Context: an optimization exercise on an open-source flow, tuned for small area. The choices shown serve that exercise and are no tape-out recipe.
Where RTL was checked, it was by simulation tests only, not by an equivalence proof against the original.
Power and IR drop assume default switching activity.

==> run a: inputs <==
==> flow/design.v (excerpt) <==
module layer_top (
   input  logic             clk,
   input  logic             reset,
   input  logic             s_valid,
   input  logic             m_ready,
   input  layer_pkg::data_t data_in,
   output logic             s_ready,
   output logic             m_valid,
   output layer_pkg::data_t data_out
);
==> module layer_sequencer, before the edit <==
module layer_sequencer (
   input  logic                 clk,
   input  logic                 reset,
   input  logic                 s_valid,
   input  logic                 m_ready,
   output logic                 s_ready,
   output logic                 m_valid,
   output logic                 vec_wr_en,    
   output layer_pkg::vec_addr_t pos,          
   output logic                 run,          
   output logic                 en,           
   output layer_pkg::out_idx_t  out_idx,      
   output logic [5:0]           entry_next,   
   output logic                 x_bypass      
);
   layer_pkg::vec_addr_t load_cnt;    
   logic vec_pending;    
   logic done;           
   logic fire;
   logic can_start;
   logic start;
   logic last_start;     
   logic gap;            
   assign m_valid = done;
   assign fire    = done & m_ready;
   assign can_start  = (pos[1:0] == 2'd0) && (pos[2] != out_idx[0]) && !run && (!done || fire);
   assign start      = can_start && (out_idx != '0 || vec_pending || vec_wr_en);
   assign last_start = can_start && out_idx == 4'd15;
   assign en         = start | run;
   assign s_ready   = (pos == load_cnt) && (load_cnt != '0 || !vec_pending || last_start);
   assign vec_wr_en = s_ready & s_valid;
   assign gap       = (pos == load_cnt) && (load_cnt != '0) && !s_valid;
   layer_pkg::vec_addr_t load_cnt_d;
   assign load_cnt_d = reset ? '0 : load_cnt + vec_wr_en;
   layer_pkg::vec_addr_t pos_d;
   layer_pkg::out_idx_t  out_idx_d;
   logic                 finish;         
   assign finish     = run && pos[1:0] == 2'd3 && !(gap && out_idx == '0);
   assign pos_d      = reset ? '0 : pos + 1'b1;
   assign out_idx_d  = reset ? '0 : out_idx + finish;
   assign entry_next = {out_idx_d, pos_d[1:0]};
   always_ff @(posedge clk) begin
      pos      <= pos_d;
      out_idx  <= out_idx_d;
      load_cnt <= load_cnt_d;
      x_bypass <= (pos_d == load_cnt_d) && out_idx_d == '0;
   end
   always_ff @(posedge clk) begin
      if (reset) begin
         vec_pending <= 1'b0;
         run         <= 1'b0;
         done        <= 1'b0;
      end else begin
         if (vec_wr_en && load_cnt == 3'd7)
            vec_pending <= 1'b1;
         else if (start && out_idx == 4'd15)
            vec_pending <= 1'b0;
         if (start)
            run <= 1'b1;
         else if (run && (pos[1:0] == 2'd3 || (gap && out_idx == '0)))
            run <= 1'b0;
         if (finish)
            done <= 1'b1;
         else if (fire)
            done <= 1'b0;
      end
   end
endmodule
Settings: LEC_CHECK=0, CAP_MARGIN=20, CORE_MARGIN=2, CORE_UTILIZATION=40, SLEW_MARGIN=20; clock period 7.0 ns.
standard.sh (not shown) runs the stock make flow with config.mk's settings and CLKGATE_MAP_FILE= SYNTH_SCRIPT=/design/flow/synth_recipe.tcl, a recipe that flattens the netlist after the stock synthesis.
==> flow/flow/run.sh <==
#!/bin/bash
# The standard synthesis, then its combinational logic mapped again by
# ABC with an area-oriented script (flow/abc_resyn.script): the standard
# synthesis's registers and adder cells stay exactly as they are, with their
# names. Then the standard layout of that netlist, with extra ORFS make
# variables from flow/make_vars (one per line).
# Logs: flow_synth.log and flow_make.log (make's output), flow_resyn.log
# (Yosys); each ORFS step also keeps its own log under orfs/logs.
set -euo pipefail
args=()
while IFS= read -r line; do
   [[ -z "$line" || "$line" == \#* ]] && continue
   args+=("$line")
done < flow/make_vars

bash standard.sh "${args[@]}" synth > flow_synth.log 2>&1

RES=orfs/results/$FLOW_PLATFORM/layer_top/base
LIB=$FLOW_HOME/platforms/$FLOW_PLATFORM/lib/sky130_fd_sc_hd__tt_025C_1v80.lib
YOSYS=$FLOW_HOME/../tools/install/yosys/bin/yosys
DONT_USE=$(grep -o 'sky130_fd_sc_hd__[a-z0-9_]*' $FLOW_HOME/platforms/$FLOW_PLATFORM/config.mk | sort -u | sed 's/^/-dont_use /' | tr '\n' ' ')
cp $RES/1_2_yosys.v 1_2_yosys_standard.v
cat > resyn.ys <<EOT
read_liberty -ignore_miss_func $LIB
read_verilog 1_2_yosys_standard.v
hierarchy -top $FLOW_TOP
blackbox sky130_fd_sc_hd__dfxtp_1 sky130_fd_sc_hd__edfxtp_1 sky130_fd_sc_hd__fa_1 sky130_fd_sc_hd__ha_1 sky130_fd_sc_hd__conb_1
tee -o resyn_stat_before.txt stat -liberty $LIB
flatten
opt -purge
abc -script $PWD/flow/abc_resyn.script -liberty $LIB $DONT_USE -constr $PWD/orfs/objects/$FLOW_PLATFORM/layer_top/base/abc.constr
splitnets
opt_clean -purge
hilomap -singleton -hicell sky130_fd_sc_hd__conb_1 HI -locell sky130_fd_sc_hd__conb_1 LO
insbuf -buf sky130_fd_sc_hd__buf_4 A X
tee -o resyn_stat_after.txt stat -liberty $LIB
write_verilog -noattr -nohex -nodec 1_2_yosys_resyn.v
EOT
$YOSYS -s resyn.ys > flow_resyn.log 2>&1
# The new netlist must be fully mapped and hold the same registers
cat > resyn_check.ys <<EOT
read_liberty -lib $LIB
read_verilog 1_2_yosys_resyn.v
hierarchy -check -top $FLOW_TOP
check -assert -mapped
EOT
$YOSYS -s resyn_check.ys > flow_resyn_check.log 2>&1
regs() { grep -oE 'sky130_fd_sc_hd__e?dfxtp_[0-9]+ +\\?[^ ]+' "$1" | sort; }
if ! diff <(regs 1_2_yosys_standard.v) <(regs 1_2_yosys_resyn.v) > flow_resyn_regs.diff; then
   echo "registers differ from the standard synthesis" >&2
   exit 1
fi
cp 1_2_yosys_resyn.v $RES/1_2_yosys.v
rm -f $RES/1_synth.odb
bash standard.sh "${args[@]}" finish > flow_make.log 2>&1
==> flow/flow/abc_resyn.script <==
strash
dch -f
amap
strash
dch -f
amap
topo
stime -c
==> flow/flow/make_vars <==
BUFFER_PORTS_ARGS=-buffer_cell sky130_fd_sc_hd__buf_1
GPL_KEEP_OVERFLOW=0
PLACE_DENSITY=0.8
CTS_ARGS=-sink_clustering_enable -repair_clock_nets -buf_list sky130_fd_sc_hd__clkbuf_8 -dont_use_dummy_load
==> run b: changes against run a <==
--- a/flow/design.v
+++ b/flow/design.v
@@ -500,55 +500,55 @@
    assign sum[2] = op_a[2] ^ op_b[2] ^ cy[2];
    assign cy[3] = (op_a[2] & op_b[2]) | (op_a[2] & cy[2]) | (op_b[2] & cy[2]);
    assign sum[3] = op_a[3] ^ op_b[3] ^ cy[3];
    assign cy[4] = (op_a[3] & op_b[3]) | (op_a[3] & cy[3]) | (op_b[3] & cy[3]);
    assign sum[4] = op_a[4] ^ op_b[4] ^ cy[4];
-   assign cy_out[5] = (op_a[4] & op_b[4]) | (op_a[4] & cy[4]) | (op_b[4] & cy[4]);
-   assign cy[5] = run & acc_cy[5];
+   assign cy[5] = (op_a[4] & op_b[4]) | (op_a[4] & cy[4]) | (op_b[4] & cy[4]);
    assign sum[5] = op_a[5] ^ op_b[5] ^ cy[5];
-   assign cy[6] = (op_a[5] & op_b[5]) | (op_a[5] & cy[5]) | (op_b[5] & cy[5]);
+   assign cy_out[6] = (op_a[5] & op_b[5]) | (op_a[5] & cy[5]) | (op_b[5] & cy[5]);
+   assign cy[6] = run & acc_cy[6];
    assign sum[6] = op_a[6] ^ op_b[6] ^ cy[6];
    assign cy[7] = (op_a[6] & op_b[6]) | (op_a[6] & cy[6]) | (op_b[6] & cy[6]);
    assign sum[7] = op_a[7] ^ op_b[7] ^ cy[7];
    assign cy[8] = (op_a[7] & op_b[7]) | (op_a[7] & cy[7]) | (op_b[7] & cy[7]);
    assign sum[8] = op_a[8] ^ op_b[8] ^ cy[8];
-   assign cy_out[9] = (op_a[8] & op_b[8]) | (op_a[8] & cy[8]) | (op_b[8] & cy[8]);
-   assign cy[9] = run & acc_cy[9];
+   assign cy[9] = (op_a[8] & op_b[8]) | (op_a[8] & cy[8]) | (op_b[8] & cy[8]);
    assign sum[9] = op_a[9] ^ op_b[9] ^ cy[9];
    assign cy[10] = (op_a[9] & op_b[9]) | (op_a[9] & cy[9]) | (op_b[9] & cy[9]);
    assign sum[10] = op_a[10] ^ op_b[10] ^ cy[10];
-   assign cy[11] = (op_a[10] & op_b[10]) | (op_a[10] & cy[10]) | (op_b[10] & cy[10]);
+   assign cy_out[11] = (op_a[10] & op_b[10]) | (op_a[10] & cy[10]) | (op_b[10] & cy[10]);
+   assign cy[11] = run & acc_cy[11];
    assign sum[11] = op_a[11] ^ op_b[11] ^ cy[11];
    assign cy[12] = (op_a[11] & op_b[11]) | (op_a[11] & cy[11]) | (op_b[11] & cy[11]);
    assign sum[12] = op_a[12] ^ op_b[12] ^ cy[12];
-   assign cy_out[13] = (op_a[12] & op_b[12]) | (op_a[12] & cy[12]) | (op_b[12] & cy[12]);
-   assign cy[13] = run & acc_cy[13];
+   assign cy[13] = (op_a[12] & op_b[12]) | (op_a[12] & cy[12]) | (op_b[12] & cy[12]);
    assign sum[13] = op_a[13] ^ op_b[13] ^ cy[13];
-   assign cy[14] = (op_a[13] & op_b[13]) | (op_a[13] & cy[13]) | (op_b[13] & cy[13]);
+   assign cy_out[14] = (op_a[13] & op_b[13]) | (op_a[13] & cy[13]) | (op_b[13] & cy[13]);
+   assign cy[14] = run & acc_cy[14];
    assign sum[14] = op_a[14] ^ op_b[14] ^ cy[14];
    assign cy[15] = (op_a[14] & op_b[14]) | (op_a[14] & cy[14]) | (op_b[14] & cy[14]);
    assign sum[15] = op_a[15] ^ op_b[15] ^ cy[15];
    assign cy_out[0] = 1'b0;
    assign cy_out[1] = 1'b0;
    assign cy_out[2] = 1'b0;
    assign cy_out[3] = 1'b0;
    assign cy_out[4] = 1'b0;
-   assign cy_out[6] = 1'b0;
+   assign cy_out[5] = 1'b0;
    assign cy_out[7] = 1'b0;
    assign cy_out[8] = 1'b0;
+   assign cy_out[9] = 1'b0;
    assign cy_out[10] = 1'b0;
-   assign cy_out[11] = 1'b0;
    assign cy_out[12] = 1'b0;
-   assign cy_out[14] = 1'b0;
+   assign cy_out[13] = 1'b0;
    assign cy_out[15] = 1'b0;
    logic [15:0] cy_q;    
    always_ff @(posedge clk)
       if (en) begin
          acc  <= sum;
-         cy_q <= cy_out & 16'h2220;
+         cy_q <= cy_out & 16'h4840;
       end
-   assign acc_cy = cy_q & 16'h2220;
+   assign acc_cy = cy_q & 16'h4840;
 endmodule
 module mac_array (
    input  logic                 clk,
    input  logic                 vec_wr_en,
    input  logic                 x_bypass,
==> flow/flow/abc_resyn.script (replaced) <==
strash
dch -f
amap
topo
stime -c
==> run c: changes against run a <==
--- a/flow/design.v
+++ b/flow/design.v
@@ -69,31 +69,31 @@
    assign last_start = can_start && out_idx == 4'd15;
    assign en         = start | run;
    assign s_ready   = (pos == load_cnt) && (load_cnt != '0 || !vec_pending || last_start);
    assign vec_wr_en = s_ready & s_valid;
    assign gap       = (pos == load_cnt) && (load_cnt != '0) && !s_valid;
-   layer_pkg::vec_addr_t load_cnt_d;
-   assign load_cnt_d = reset ? '0 : load_cnt + vec_wr_en;
+   assign x_bypass  = (pos == load_cnt) && out_idx == '0;
    layer_pkg::vec_addr_t pos_d;
    layer_pkg::out_idx_t  out_idx_d;
    logic                 finish;         
    assign finish     = run && pos[1:0] == 2'd3 && !(gap && out_idx == '0);
    assign pos_d      = reset ? '0 : pos + 1'b1;
    assign out_idx_d  = reset ? '0 : out_idx + finish;
    assign entry_next = {out_idx_d, pos_d[1:0]};
    always_ff @(posedge clk) begin
-      pos      <= pos_d;
-      out_idx  <= out_idx_d;
-      load_cnt <= load_cnt_d;
-      x_bypass <= (pos_d == load_cnt_d) && out_idx_d == '0;
+      pos     <= pos_d;
+      out_idx <= out_idx_d;
    end
    always_ff @(posedge clk) begin
       if (reset) begin
+         load_cnt    <= '0;
          vec_pending <= 1'b0;
          run         <= 1'b0;
          done        <= 1'b0;
       end else begin
+         if (vec_wr_en)
+            load_cnt <= load_cnt + 1'b1;
          if (vec_wr_en && load_cnt == 3'd7)
             vec_pending <= 1'b1;
          else if (start && out_idx == 4'd15)
             vec_pending <= 1'b0;
          if (start)
==> flow/flow/abc_resyn.script (replaced) <==
strash
dch -f
amap
topo
stime -c
==> flow/flow/make_vars (replaced) <==
BUFFER_PORTS_ARGS=-buffer_cell sky130_fd_sc_hd__buf_1
GPL_KEEP_OVERFLOW=0
PLACE_DENSITY=0.8
CTS_ARGS=-sink_clustering_enable -repair_clock_nets -buf_list sky130_fd_sc_hd__clkbuf_16 -dont_use_dummy_load
==> summary of the runs <==
In count of clock-buffer cells in the layout, run a and run c do not differ. The lowest final area belongs to run b, the highest to run c. Between run c and run a, the lower clock power is in run a (gap 43%, measured against run a). Sequential share of layout area, lowest first: run c, run a, run b. Die area: run a > run c > run b. Setup slack: run a > run c > run b. Against run b, the via count of run c is larger by 0.35%. Combinational power, highest first: run c, run a, run b. Between run b and run a, the lower synthesized cell count is in run b (gap about 4%, measured against run a). Routed wire length, highest first: run b, run a, run c.
For run a, only the layout was checked, not whether the RTL still works.

port drivers added, routing unchanged:
The results above use ideal ports. As a check the final layouts listed here were re-extracted and re-timed, cells and wires unchanged. Step 1, drivers: a clkbuf_16 drives clk and a buf_2 each remaining input, both assumed. Step 2 moves the port delays by t, midway between the first and last clock arrival at a register: inputs arrive t later, outputs are due t later. That takes back most of the time a late clock gives input paths. a / b / c = ideal ports / drivers / drivers and shift; a / b = the first two.
| run | shift t [ns] | setup WS [ns] | hold WS [ns] | slew at the worst register clock pin (ns) | worst slew at a driven data input, ns |
|---|---|---|---|---|---|
| run a | 0.486 | 0.386 / 0.386 / 0.089 | 0.303 / 0.303 / 0.303 | 0.10 / 0.10 | 0.04 |
| run b | 0.495 | 0.260 / 0.260 / -0.203 | 0.304 / 0.304 / 0.304 | 0.12 / 0.12 | 0.04 |
| run c | 0.460 | 0.327 / 0.327 / 0.287 | 0.308 / 0.308 / 0.308 | 0.07 / 0.07 | 0.07 |
Met with ideal ports but missed after step 2: setup timing in run b. The setup slack of run b, which loses most, moves by 0.000 ns with the drivers and by -0.463 ns with both steps.
